From an optimization exercise on the open Yosys and OpenROAD flow, aimed at small area and a short achievable clock period; shortcuts taken in it are not production practice. The RTL was checked by simulation tests, not by an equivalence proof against the original design. Power and IR drop assume default switching activity.

**flow/config.mk**
```make
export PLATFORM = sky130hd
export DESIGN_NAME = riscvPipe
export DESIGN_NICKNAME = riscvPipe
export VERILOG_FILES = /design/flow/design.v
export SDC_FILE = /design/flow/constraint.sdc
export NUM_CORES = 4
export LEC_CHECK = 0
export CAP_MARGIN = 20
export CORE_MARGIN = 2
export CORE_UTILIZATION = 30
export SLEW_MARGIN = 30
```
**flow/design.v**
```verilog
package riscvPkg;
    typedef enum logic [6:0] {
        opR   = 7'b0110011,  
        opImm = 7'b0010011   
    } opcode_e;
    typedef enum logic [3:0] {
        aluAnd = 4'b0000,
        aluOr  = 4'b0001,
        aluAdd = 4'b0010,
        aluSub = 4'b0110,
        aluSll = 4'b0111
    } aluOp_e;
endpackage
`timescale 1ns/1ns
module instrDecoder (
    input  logic                   clk,
    input  logic                   reset,
    input  logic [32-1:0]    instr,
    input  logic                   exWrite,      
    input  logic [5-1:0] exRd,
    output logic [32-1:1]  rs1Sel,       
    output logic [32-1:1]  rs2Sel,       
    output logic                   bypassA,      
    output logic                   bypassB,
    output logic                   regWrite,
    output logic [5-1:0] destReg,
    output logic                   useImm,
    output logic                   opSub,
    output logic                   opAnd,
    output logic                   opOr,
    output logic                   opSll,
    output logic [11:0]            imm
);
    logic [6:0]             opcode;
    logic [2:0]             funct3;
    logic [3:0]             functKey;
    logic [5-1:0] rd;
    logic [5-1:0] rs1;
    logic [5-1:0] rs2;
    logic                   isR;
    logic                   isI;
    logic                   decWrite;
    assign opcode   = instr[6:0];
    assign rd       = instr[11:7];
    assign funct3   = instr[14:12];
    assign rs1      = instr[19:15];
    assign rs2      = instr[24:20];
    assign functKey = {instr[30], funct3};
    assign isR      = (opcode == riscvPkg::opR);
    assign isI      = (opcode == riscvPkg::opImm);
    always_comb begin
        decWrite = 1'b0;
        if (isR) begin
            case (functKey)
                4'b0000, 4'b1000, 4'b0111, 4'b0110, 4'b0001: decWrite = 1'b1;
                default: decWrite = 1'b0;
            endcase
        end else if (isI) begin
            decWrite = (funct3 == 3'b000);
        end
    end
    always_ff @(posedge clk or posedge reset) begin
        if (reset) begin
            regWrite <= 1'b0;
            bypassA  <= 1'b0;
            bypassB  <= 1'b0;
        end else begin
            regWrite <= decWrite && (rd != '0);
            bypassA  <= exWrite && (exRd == rs1);
            bypassB  <= exWrite && (exRd == rs2) && !isI;
        end
    end
    always_ff @(posedge clk) begin
        for (int i = 1; i < 32; i++) begin
            rs1Sel[i] <= (rs1 == i);
            rs2Sel[i] <= (rs2 == i) && !isI;
        end
        destReg <= rd;
        useImm  <= isI;
        opSub   <= isR && (functKey == 4'b1000);
        opAnd   <= isR && (functKey == 4'b0111);
        opOr    <= isR && (functKey == 4'b0110);
        opSll   <= isR && (functKey == 4'b0001);
        imm     <= instr[31:20];
    end
endmodule
`timescale 1ns/1ns
module operandUnit (
    input  logic                   clk,
    input  logic                   reset,
    input  logic [32-1:1]  rs1Sel,
    input  logic [32-1:1]  rs2Sel,
    input  logic                   bypassA,
    input  logic                   bypassB,
    input  logic                   useImm,
    input  logic [11:0]            imm,
    input  logic                   wbValid,
    input  logic [5-1:0] wbRd,
    input  logic [64-1:0]       wbData,
    output logic [64-1:0]       idExA,
    output logic [64-1:0]       idExB
);
    logic [64-1:0]      regs [32-1:1];
    logic [32-1:1] regValid;
    logic [32-1:1] selA;
    logic [32-1:1] selB;
    logic [64-1:0]      readA;
    logic [64-1:0]      readB;
    always_ff @(posedge clk or posedge reset) begin
        if (reset) begin
            regValid <= '0;
        end else if (wbValid) begin
            regValid[wbRd] <= 1'b1;
        end
    end
    always_ff @(posedge clk) begin
        for (int i = 1; i < 32; i++) begin
            if (wbValid && (wbRd == i)) regs[i] <= wbData;
        end
    end
    assign selA = rs1Sel & regValid & {(32-1){!bypassA}};
    assign selB = rs2Sel & regValid & {(32-1){!bypassB}};
    always_comb begin
        readA = bypassA ? wbData : '0;
        readB = bypassB ? wbData : '0;
        for (int i = 1; i < 32; i++) begin
            readA = readA | ({64{selA[i]}} & regs[i]);
            readB = readB | ({64{selB[i]}} & regs[i]);
        end
        if (useImm) readB = {{(64-12){imm[11]}}, imm};
    end
    always_ff @(posedge clk) begin
        idExA <= readA;
        idExB <= readB;
    end
endmodule
`timescale 1ns/1ns
module executeUnit (
    input  logic                   clk,
    input  logic                   reset,
    input  logic [64-1:0]       idExA,
    input  logic [64-1:0]       idExB,
    input  logic                   fwdA,
    input  logic                   fwdB,
    input  logic                   opSub,
    input  logic                   opAnd,
    input  logic                   opOr,
    input  logic                   opSll,
    input  logic                   regWrite,
    input  logic [5-1:0] destReg,
    output logic                   retireValid,
    output logic [5-1:0] retireRd,
    output logic [64-1:0]       retireData
);
    logic [64-1:0] a;
    logic [64-1:0] b;
    logic [64:0]   sum;
    logic [64-1:0] aluResult;
    assign a = fwdA ? retireData : idExA;
    assign b = fwdB ? retireData : idExB;
    assign sum = {a, 1'b1} + {b ^ {64{opSub}}, opSub};
    always_comb begin
        if (opAnd)      aluResult = a & b;
        else if (opOr)  aluResult = a | b;
        else if (opSll) aluResult = a << b[5:0];  
        else            aluResult = sum[64:1];
    end
    always_ff @(posedge clk or posedge reset) begin
        if (reset) begin
            retireValid <= 1'b0;
        end else begin
            retireValid <= regWrite;
        end
    end
    always_ff @(posedge clk) begin
        retireRd   <= destReg;
        retireData <= aluResult;
    end
endmodule
`timescale 1ns/1ns
module riscvPipe (
    input  logic                   clk,
    input  logic                   reset,
    input  logic [32-1:0]    instr,
    output logic                   retireValid,
    output logic [5-1:0] retireRd,
    output logic [64-1:0]       retireData
);
    logic [32-1:1]  rs1Sel;
    logic [32-1:1]  rs2Sel;
    logic                   bypassA;
    logic                   bypassB;
    logic                   idWrite;
    logic [5-1:0] idRd;
    logic                   idUseImm;
    logic                   idSub;
    logic                   idAnd;
    logic                   idOr;
    logic                   idSll;
    logic [11:0]            idImm;
    logic [64-1:0]       exA;
    logic [64-1:0]       exB;
    logic                   exFwdA;
    logic                   exFwdB;
    logic                   exWrite;
    logic [5-1:0] exRd;
    logic                   exSub;
    logic                   exAnd;
    logic                   exOr;
    logic                   exSll;
    instrDecoder decoder_i (
        .clk      (clk),
        .reset    (reset),
        .instr    (instr),
        .exWrite  (exWrite),
        .exRd     (exRd),
        .rs1Sel   (rs1Sel),
        .rs2Sel   (rs2Sel),
        .bypassA  (bypassA),
        .bypassB  (bypassB),
        .regWrite (idWrite),
        .destReg  (idRd),
        .useImm   (idUseImm),
        .opSub    (idSub),
        .opAnd    (idAnd),
        .opOr     (idOr),
        .opSll    (idSll),
        .imm      (idImm)
    );
    operandUnit operands_i (
        .clk     (clk),
        .reset   (reset),
        .rs1Sel  (rs1Sel),
        .rs2Sel  (rs2Sel),
        .bypassA (bypassA),
        .bypassB (bypassB),
        .useImm  (idUseImm),
        .imm     (idImm),
        .wbValid (retireValid),
        .wbRd    (retireRd),
        .wbData  (retireData),
        .idExA   (exA),
        .idExB   (exB)
    );
    logic [32-1:1]  exRdSel;
    always_comb begin
        for (int i = 1; i < 32; i++) exRdSel[i] = (exRd == i);
    end
    always_ff @(posedge clk or posedge reset) begin
        if (reset) begin
            exWrite <= 1'b0;
            exFwdA  <= 1'b0;
            exFwdB  <= 1'b0;
        end else begin
            exWrite <= idWrite;
            exFwdA  <= exWrite && |(rs1Sel & exRdSel);
            exFwdB  <= exWrite && |(rs2Sel & exRdSel);
        end
    end
    always_ff @(posedge clk) begin
        exRd  <= idRd;
        exSub <= idSub;
        exAnd <= idAnd;
        exOr  <= idOr;
        exSll <= idSll;
    end
    executeUnit execute_i (
        .clk         (clk),
        .reset       (reset),
        .idExA       (exA),
        .idExB       (exB),
        .fwdA        (exFwdA),
        .fwdB        (exFwdB),
        .opSub       (exSub),
        .opAnd       (exAnd),
        .opOr        (exOr),
        .opSll       (exSll),
        .regWrite    (exWrite),
        .destReg     (exRd),
        .retireValid (retireValid),
        .retireRd    (retireRd),
        .retireData  (retireData)
    );
endmodule
```
**flow/constraint.sdc**
```tcl
create_clock -name core_clock -period 8.0 [get_ports {clk}]
set_input_delay 1.6000 -clock core_clock [delete_from_list [all_inputs] [get_ports {clk}]]
set_output_delay 1.6000 -clock core_clock [all_outputs]
set_load 0.01 [all_outputs]
```
**flow/run.sh**
```bash
#!/bin/bash
# synth_recipe.tcl (not shown) runs the flow's synth.tcl, then flattens the netlist and writes it again
# the make line also repeats each setting of config.mk as NAME=value (left out here)
make -C /OpenROAD-flow-scripts/flow DESIGN_CONFIG=/design/flow/config.mk WORK_HOME=/design/flow/orfs CLKGATE_MAP_FILE= SYNTH_SCRIPT=/design/flow/synth_recipe.tcl finish
```
==> results.ini <==
[placed_design]
dp.final_hpwl_um=293000
io_buffers=103
place.gp.congestion=0.970

[floorplan]
die_y_um=588
rows=214
die_w_um=588
ios=104
dieArea_mm2=0.345
initial_core_util_pct=30.1
core_area_mm2=0.339

[clock_tree]
cts_resized=0
post-cts-setup-buffers=0
cts_hold_buffers=0
root_buffer=clkbuf_16
clkTransAtPathRegs_ns=0.07
htree_levels=4
cts_buffers=233
cts_buffer_depth=4
cts_tree=yes
clk_latency_ns=0.97
cts_sinks=2312

[worst_setup_path]
critPathSlowestCell=dfrtp_4
slowest_delay_ns=0.99
critPathLaunchType=flip-flop
cp.required_ns=8.81
crit_type=reg2reg
path_delay_family=compound AO/OA/AOI/OAI gates
crit_path_end_kind=flip-flop
crit_chain=mux2i_4, buf_4, xnor2_1, ha_1, a21oi_1, o21ai_0, a21oi_2, o311ai_1, a31oi_1, o21ai_2, a211oi_2, o21ai_0, xnor2_1, nand2_1, a221oi_1
critical_path_buf_inv_count=1
crit_arrival_ns=6.54
cp_max_fo=56

[synth]
syn_nets=7819
async_flop_share_pct=1.64
synth_edf_count=1984
yosysWarnings=5
synth-seq-cells=2312
synth_cell_types=80
ys.flop_type=edfxtp_1
synth_area_per_cell_um2=13.2
yosysSeqAreaShare_pct=64.9
syn_area_mm2=0.102
syn-instance-count=7710

[grt]
grt_pass1_vias=82400
grt_overflow=0
grt_usage_pct=30.2
grt_max_degree=65
antenna_found_initial=39
grt_pass1_wl_um=724000

[drt]
ant_nets=0
drc=0
wire_per_inst_um=44.2
routed_wl_um=548000
dr.pass1.iters=13
via_per_inst=7.20
drt_iter0_drc=23200
vias=89300

[timing]
relSlewSlack_pct=17.3
tightest_slew_ns=1.24
holdWs_ns=0.326
period_minus_slack_ns=5.73
fin_worst_skew_ns=0.116
rsz0062_at_grt=no
drv_slew=0
hold_viol=0
setup_tns_ns=0
clock.fmax_ghz=0.174
finalSetupViolations=0
period_share_pct=71.7

[status]
status=complete, no violations

[cells_and_area]
synthToLayoutAreaGrowth_pct=15.2
fillCellCount=32700
fin_nets=7772
layout-drive-gt1-share_pct=10.4

[pwr]
power_density_mw_per_mm2=209
power_leakage_nw=37.5
peakVddDrop_mv=0.198

[min_path]
hp-class=reg2reg

[flow_run]
cap_violations=0

kinds of logic (layout without fill, tap and decap cells):
kind of cell	after synthesis	count (layout)	share of synthesized area (%)
AO/OA/AOI/OAI	2747	2747	20.2
XOR/XNOR	139	139	1.19
adder cells (fa/ha/maj)	75	75	0.919
buffers and inverters	726	869	2.69
flip-flops	2312	2312	64.9
multiplexers	255	255	2.61
other	0	17	0
AND/OR/NAND/NOR	1456	1456	7.48
stage by stage:
step	instances	instance area (µm²)	power [W]	utilization, %	worst slack (ns)
floorplan	7710	102000	0.0134	-	3.10
global placement	12000	110000	0.0135	32.3	2.19
detailed placement	12000	110000	0.0135	32.4	2.40
CTS	12400	118000	0.0245	34.6	2.38
global route	12400	118000	0.0249	34.7	2.01
finish	12400	118000	0.0246	34.7	2.27
cells in the final DEF (no fill, tap or decap), types with 45 or more instances in the layout:
cell type / instances
edfxtp_1: 1984
a22oi_1: 1483
a221oi_1: 350
nand3_1: 319
nor2_1: 286
dfxtp_1: 282
nand4_1: 277
a22o_1: 259
clkbuf_16: 233
nand2_1: 206
mux2i_1: 197
a21oi_1: 186
buf_4: 177
o21ai_0: 174
xnor2_1: 109
clkdlybuf4s50_1: 103
inv_1: 83
ha_1: 75
or4_1: 67
buf_12: 65
nor4_1: 62
and3b_4: 62
clkinv_2: 49
mux2_2: 47
a21o_1: 45
Yosys cell counts, types with 44 or more instances:
master / count / area share [%]
ha_1: 75 / 0.92
inv_1: 83 / 0.30
dfxtp_1: 290 / 5.7
and3b_1: 64 / 0.55
nand4_1: 277 / 1.7
a22o_1: 259 / 2.2
nor2_1: 318 / 1.2
clkbuf_1: 447 / 1.6
a21oi_1: 186 / 0.91
nand3_1: 319 / 1.6
o21bai_1: 44 / 0.32
edfxtp_1: 1984 / 58
nand2_1: 206 / 0.76
or4_1: 67 / 0.49
a22oi_1: 1483 / 11
buf_1: 185 / 0.68
xnor2_1: 109 / 0.93
mux2i_1: 203 / 2.0
a221oi_1: 350 / 3.0
o21ai_0: 176 / 0.86
nor4_1: 70 / 0.43
a21o_1: 45 / 0.33
mux2_2: 47 / 0.52
worst reg2reg max path: stages (launching register included):
cell	delay (ns)
dfrtp_4	0.99
mux2i_4	0.36
buf_4	0.54
xnor2_1	0.15
ha_1	0.36
a21oi_1	0.26
o21ai_0	0.19
a21oi_2	0.31
o311ai_1	0.23
a31oi_1	0.62
o21ai_2	0.19
a211oi_2	0.69
o21ai_0	0.21
xnor2_1	0.19
nand2_1	0.07
a221oi_1	0.30
sequential cells by signal, summed over array words and instances, names as in the netlist, 12 cells and up:
signal,flops
execute_i.retireData,64
decoder_i.rs1Sel,31
decoder_i.rs2Sel,31
operands_i.idExA,64
operands_i.regValid,31
operands_i.idExB,64
operands_i.regs,1984
decoder_i.imm,12
layer usage:
layer  global-route usage [%]  part of all wire (%)  up-vias
li1                         -                     -    31800
met1                     37.9                    34    43400
met2                     41.4                    39    11000
met3                     15.1                    19     3011
met4                     17.6                   7.7       25
met5                    0.219                 0.039        -
where the power goes:
group          total (W)  internal (W)  switching [W]
registers         0.0130        0.0130      0.0000263
logic           0.000291     0.0000834       0.000207
clock network     0.0113       0.00628        0.00499
layout make-up:
cell class	count	area (µm²)	share of cell area, %
Antenna cell	17	42.5	0.0362
Clock inverter	136	1430	1.21
Clock buffer	289	6200	5.27
Sequential cell	2312	66400	56.4
Timing Repair Buffer	357	3900	3.32
Inverter	87	327	0.278
Tap cell	4536	5680	4.82
Multi-Input combinational cell	4672	33700	28.6
path summary, 6_finish.rpt:
path,from,to,slack (ns),cells after the start
min in group asynchronous,reset,decoder_i.bypassA,1.10,3
max in group asynchronous,reset,exFwdB,6.34,3
worst min register to register,decoder_i.opSll,exSll,0.33,0
worst max-delay path,exFwdB,execute_i.retireData[51],2.27,15
worst min-delay path,decoder_i.opSll,exSll,0.33,0
worst max register to register,exFwdB,execute_i.retireData[51],2.27,15

[static timing again, ports no longer ideal]
How much do the figures lean on ideal ports? The routed layout below was timed once more, with nothing changed but the port constraints. Step 1 (the two cells are an assumption about what drives the block):
set clk [get_ports {clk}]
set_driving_cell -lib_cell sky130_fd_sc_hd__clkbuf_16 $clk
set_driving_cell -lib_cell sky130_fd_sc_hd__buf_2 [delete_from_list [all_inputs] $clk]
Step 2 times the ports against the registers' clock, not the clock port: input delays grow and output delays shrink by t, the midpoint of the rising clock arrivals with the driver on. Three values: ideal ports, drivers, drivers and shift; two values: the first two.
t (ns): 1.026
setup WS [ns]: 2.268 / 2.268 / 2.268
worst data-port slew with drivers (ns): 0.09
After both steps setup and hold are still met in this run. The setup slack of this run moves by 0.000 ns with the drivers and by 0.000 ns with both steps.
